Source: an optimization exercise on an open RTL-to-GDS flow (aim: small area, a short achievable clock period and few clock cycles per item). Production flows keep margins and buffers that such runs may drop.

## sha1_pad_top
module sha1_pad_top (
    input  logic           sys_clk,
    input  logic           sys_rst,
    input  logic           msg_cal_channel_ready,
    input  logic           msg_info_fifo_empty,
    input  logic [15:0]    msg_info,
    input  logic [5:0]     msg_channel_num,
    output logic           msg_info_rd_en,
    output logic           msg_data_rd_en,
    input  logic [127:0]   msg_data,
    output logic           msg_filled_data_valid,
    output logic           msg_filled_data_sop,
    output logic           msg_filled_data_eop,
    output logic [511:0]   msg_filled_data,
    output logic           msg_filled_info_valid,
    output logic [15:0]    msg_filled_info,
    output logic [13:0]    msg_filled_tag,
    output logic [11:0]    msg_filled_addr
);
    logic          info_pend;       
    logic          nxt_v;
    logic [15:0]   nxt_len;
    logic [5:0]    nxt_ch;
    logic          consume;
    always_ff @(posedge sys_clk) begin
        if (sys_rst) begin
            msg_info_rd_en <= 1'b0;
            info_pend <= 1'b0;
            nxt_v <= 1'b0;
        end else begin
  ...
For scale: about 630 flip-flops.
==> module sha1_pad_top, before the edit <==
module sha1_pad_top (
    input  logic           sys_clk,
    input  logic           sys_rst,
    input  logic           msg_cal_channel_ready,
    input  logic           msg_info_fifo_empty,
    input  logic [15:0]    msg_info,
    input  logic [5:0]     msg_channel_num,
    output logic           msg_info_rd_en,
    output logic           msg_data_rd_en,
    input  logic [127:0]   msg_data,
    output logic           msg_filled_data_valid,
    output logic           msg_filled_data_sop,
    output logic           msg_filled_data_eop,
    output logic [511:0]   msg_filled_data,
    output logic           msg_filled_info_valid,
    output logic [15:0]    msg_filled_info,
    output logic [13:0]    msg_filled_tag,
    output logic [11:0]    msg_filled_addr
);
    logic          info_pend;       
    logic          nxt_v;
    logic [15:0]   nxt_len;
    logic [5:0]    nxt_ch;
    logic          consume;
    always_ff @(posedge sys_clk) begin
        if (sys_rst) begin
            msg_info_rd_en <= 1'b0;
            info_pend <= 1'b0;
            nxt_v <= 1'b0;
        end else begin
            msg_info_rd_en <= !msg_info_fifo_empty && msg_cal_channel_ready && !msg_info_rd_en
                              && !info_pend && !nxt_v;
            info_pend <= msg_info_rd_en;
            if (info_pend) begin
                nxt_v <= 1'b1;
            end else if (consume) begin
                nxt_v <= 1'b0;
            end
        end
    end
    always_ff @(posedge sys_clk) begin
        if (info_pend) begin
            nxt_len <= msg_info;
            nxt_ch <= msg_channel_num;
        end
    end
    logic          act;             
    logic [11:0]   cnt;             
    logic          nz;              
    logic          padp;            
    logic          padrd;           
    logic          ext;             
    logic          fst;             
    logic [1:0]    pos;             
    logic          last_q;          
    logic          s_full;
    logic          s_pad;
    logic          s_p3;
    logic [11:0]   cnt_dec;
    logic          cnt_one;
    for (genvar i = 0; i < 12; i++) begin : g_dec
        if (i == 0) begin : g_lsb
            assign cnt_dec[i] = !cnt[i];
        end else begin : g_bit
            assign cnt_dec[i] = cnt[i] ^ !(|cnt[i-1:0]);
        end
    end
    assign cnt_one = (cnt == 12'd1);
    assign s_full = act && nz;
    assign s_pad = act && !nz && padp;
    assign s_p3 = act && (pos == 2'd3);
    assign consume = nxt_v && (!act || last_q);
    always_ff @(posedge sys_clk) begin
        if (sys_rst) begin
            act <= 1'b0;
            pos <= 2'd0;
            last_q <= 1'b0;
        end else begin
            last_q <= act && !last_q && (pos == 2'd2) && (!nz || cnt_one) && !ext;
            if (act) begin
                pos <= pos + 1'b1;
                if (!nz) begin
                    padp <= 1'b0;
                end
                fst <= 1'b0;
                if (s_p3 && !nz) begin
                    ext <= 1'b0;
                end
                if (last_q) begin
                    act <= 1'b0;
                end
            end
            if (consume) begin
                act <= 1'b1;
                padp <= 1'b1;
                padrd <= |nxt_len[3:0];
                ext <= (nxt_len[5:0] >= 6'd56);
                fst <= 1'b1;
            end
        end
    end
    always_ff @(posedge sys_clk) begin
        if (consume) begin
            cnt <= nxt_len[15:4];
            nz <= |nxt_len[15:4];
        end else begin
            cnt <= cnt_dec;
            nz <= nz && !cnt_one;
        end
    end
    logic          full_a, pad_a, last_a, p3_a, first_a;
    logic          full_b, pad_b, last_b, p3_b, first_b;
    always_ff @(posedge sys_clk) begin
        if (sys_rst) begin
            msg_data_rd_en <= 1'b0;
            last_a <= 1'b0;
            p3_a <= 1'b0;
            first_a <= 1'b0;
            last_b <= 1'b0;
            p3_b <= 1'b0;
            first_b <= 1'b0;
        end else begin
            msg_data_rd_en <= s_full || (s_pad && padrd);
            last_a <= act && last_q;
            p3_a <= s_p3;
            first_a <= act && fst;
            last_b <= last_a;
            p3_b <= p3_a;
            first_b <= first_a;
        end
    end
    always_ff @(posedge sys_clk) begin
        full_a <= s_full;
        pad_a <= s_pad;
        full_b <= full_a;
        pad_b <= pad_a;
    end
    logic [15:0]   out_len;
    always_ff @(posedge sys_clk) begin
        if (first_a) begin
            out_len <= nxt_len;
        end
    end
    logic [15:0]   keep;
    logic [15:0]   padb;
    logic [127:0]  in_word;
    logic [127:0]  s0, s1, s2, s3;
    always_comb begin
        for (int j = 0; j < 16; j++) begin
            keep[j] = full_b || (pad_b && (4'(j) < out_len[3:0]));
            padb[j] = pad_b && (4'(j) == out_len[3:0]);
            in_word[127-8*j -: 8] = (msg_data[127-8*j -: 8] & {8{keep[j]}}) | {padb[j], 7'b0};
        end
        if (last_b) begin
            in_word[18:3] = in_word[18:3] | out_len;
        end
    end
    always_ff @(posedge sys_clk) begin
        s0 <= s1;
        s1 <= s2;
        s2 <= s3;
        s3 <= in_word;
    end
    assign msg_filled_data = {s0, s1, s2, s3};
    logic          at_first;        
    logic [5:0]    blk_idx;
    logic [10:0]   blocks;
    logic [10:0]   blk_plus1;
    logic [10:0]   blk_plus2;
    logic [5:0]    idx_inc;
    logic [13:0]   tag_inc;
    for (genvar i = 0; i < 11; i++) begin : g_blk
        if (i == 0) begin : g_b0
            assign blk_plus1[i] = !nxt_len[6];
            assign blk_plus2[i] = nxt_len[6];
        end else if (i < 10) begin : g_bm
            assign blk_plus1[i] = nxt_len[6+i] ^ (&nxt_len[6+i-1:6]);
            if (i == 1) begin : g_b1
                assign blk_plus2[i] = !nxt_len[7];
            end else begin : g_bn
                assign blk_plus2[i] = nxt_len[6+i] ^ (&nxt_len[6+i-1:7]);
            end
        end else begin : g_btop
            assign blk_plus1[i] = &nxt_len[15:6];
            assign blk_plus2[i] = &nxt_len[15:7];
        end
    end
    for (genvar i = 0; i < 6; i++) begin : g_idx
        if (i == 0) begin : g_i0
            assign idx_inc[i] = !blk_idx[i];
        end else begin : g_in
            assign idx_inc[i] = blk_idx[i] ^ (&blk_idx[i-1:0]);
        end
    end
    for (genvar i = 0; i < 14; i++) begin : g_tag
        if (i == 0) begin : g_t0
            assign tag_inc[i] = !msg_filled_tag[i];
        end else begin : g_tn
            assign tag_inc[i] = msg_filled_tag[i] ^ (&msg_filled_tag[i-1:0]);
        end
    end
    assign blocks = (nxt_len[5:0] >= 6'd56) ? blk_plus2 : blk_plus1;
    always_ff @(posedge sys_clk) begin
        if (sys_rst) begin
            msg_filled_data_valid <= 1'b0;
            msg_filled_data_sop <= 1'b0;
            msg_filled_data_eop <= 1'b0;
            at_first <= 1'b0;
            blk_idx <= 6'd0;
            msg_filled_tag <= 14'd0;
        end else begin
            msg_filled_data_valid <= p3_b;
            msg_filled_data_sop <= p3_b && at_first;
            msg_filled_data_eop <= last_b;
            if (first_b) begin
                at_first <= 1'b1;
            end else if (p3_b) begin
                at_first <= 1'b0;
            end
            if (msg_filled_data_valid) begin
                blk_idx <= msg_filled_data_eop ? 6'd0 : idx_inc;
                if (msg_filled_data_eop) begin
                    msg_filled_tag <= tag_inc;
                end
            end
        end
    end
    logic [5:0]    out_ch;
    logic [10:0]   out_blocks;
    always_ff @(posedge sys_clk) begin
        if (first_b) begin
            out_ch <= nxt_ch;
            out_blocks <= blocks;
        end
    end
    assign msg_filled_info_valid = msg_filled_data_sop;
    assign msg_filled_info = {5'd0, out_blocks};
    assign msg_filled_addr = {out_ch, blk_idx};
endmodule
==> flow/config.mk <==
export PLATFORM = sky130hd
export DESIGN_NAME = sha1_pad_top
export DESIGN_NICKNAME = sha1_pad_top
export VERILOG_FILES = /design/flow/design.v
export SDC_FILE = /design/flow/constraint.sdc
export NUM_CORES = 4
export LEC_CHECK = 0
export CAP_MARGIN = 20
export CORE_MARGIN = 2
export CORE_UTILIZATION = 40
export CTS_CLUSTER_DIAMETER = 100
export CTS_CLUSTER_SIZE = 30
export SLEW_MARGIN = 20
==> flow/constraint.sdc <==
create_clock -name core_clock -period 5.0 [get_ports {sys_clk}]
set_input_delay 1.0000 -clock core_clock [delete_from_list [all_inputs] [get_ports {sys_clk}]]
set_output_delay 1.0000 -clock core_clock [all_outputs]
set_load 0.01 [all_outputs]
standard.sh (not shown) runs the stock make flow with config.mk's settings and CLKGATE_MAP_FILE= SYNTH_SCRIPT=/design/flow/synth_recipe.tcl, a recipe that flattens the netlist after the stock synthesis.
==> flow/flow/run.sh <==
#!/bin/bash
bash standard.sh BUFFER_PORTS_ARGS="-buffer_cell sky130_fd_sc_hd__buf_2" finish > standard.log 2>&1
Change:
--- a/flow/design.v
+++ b/flow/design.v
@@ -145,7 +145,7 @@
     logic [15:0]   keep;
     logic [15:0]   padb;
     logic [127:0]  in_word;
-    logic [127:0]  s0, s1, s2, s3;
+    logic [127:0]  s0, s1, s2;
     always_comb begin
         for (int j = 0; j < 16; j++) begin
             keep[j] = full_b || (pad_b && (4'(j) < out_len[3:0]));
@@ -159,10 +159,9 @@
     always_ff @(posedge sys_clk) begin
         s0 <= s1;
         s1 <= s2;
-        s2 <= s3;
-        s3 <= in_word;
-    end
-    assign msg_filled_data = {s0, s1, s2, s3};
+        s2 <= in_word;
+    end
+    assign msg_filled_data = {s0, s1, s2, in_word};
     logic          at_first;        
     logic [5:0]    blk_idx;
     logic [10:0]   blocks;
@@ -208,19 +207,19 @@
             msg_filled_data_eop <= 1'b0;
             at_first <= 1'b0;
             blk_idx <= 6'd0;
-            msg_filled_tag <= 14'd0;
-        end else begin
-            msg_filled_data_valid <= p3_b;
-            msg_filled_data_sop <= p3_b && at_first;
-            msg_filled_data_eop <= last_b;
-            if (first_b) begin
+            msg_filled_tag <= '1;   
+        end else begin
+            msg_filled_data_valid <= p3_a;
+            msg_filled_data_sop <= p3_a && at_first;
+            msg_filled_data_eop <= last_a;
+            if (first_a) begin
                 at_first <= 1'b1;
-            end else if (p3_b) begin
+            end else if (p3_a) begin
                 at_first <= 1'b0;
             end
-            if (msg_filled_data_valid) begin
-                blk_idx <= msg_filled_data_eop ? 6'd0 : idx_inc;
-                if (msg_filled_data_eop) begin
+            if (p3_a) begin
+                blk_idx <= at_first ? 6'd0 : idx_inc;
+                if (at_first) begin
                     msg_filled_tag <= tag_inc;
                 end
             end
@@ -229,7 +228,7 @@
     logic [5:0]    out_ch;
     logic [10:0]   out_blocks;
     always_ff @(posedge sys_clk) begin
-        if (first_b) begin
+        if (first_a) begin
             out_ch <= nxt_ch;
             out_blocks <= blocks;
         end
=>
- The new run failed in I/O pin placement (3_2_place_iop)
- area after synthesis shrinks by 17%
- synthesized cell count shrinks by 13%
No functional check of the RTL was part of any run of this note.

-- afterwards: timing with drivers on the ports --
Ports are ideal in the flow. The routed layout listed here was re-timed in OpenROAD. Step 1 (the two cells are an assumption about what drives the block):
set clk [get_ports {sys_clk}]
set_driving_cell -lib_cell sky130_fd_sc_hd__clkbuf_16 $clk
set_driving_cell -lib_cell sky130_fd_sc_hd__buf_2 [delete_from_list [all_inputs] $clk]
Step 2 moves the port delays by t, midway between the first and last clock arrival at a register: inputs arrive t later, outputs are due t later. That takes back most of the time a late clock gives input paths. Three values: ideal ports, drivers, drivers and shift; two values: the first two.
run: the first run
t, ns: 0.643
setup slack, ns: 2.615 / 2.553 / 2.706
clock arrival spread, ns: 0.048 / 0.047
cell pins on the clock port's net: 1
After both steps the first run still meets setup and hold. For the first run, drivers alone change the setup slack by -0.062 ns; drivers and shift together by +0.091 ns.
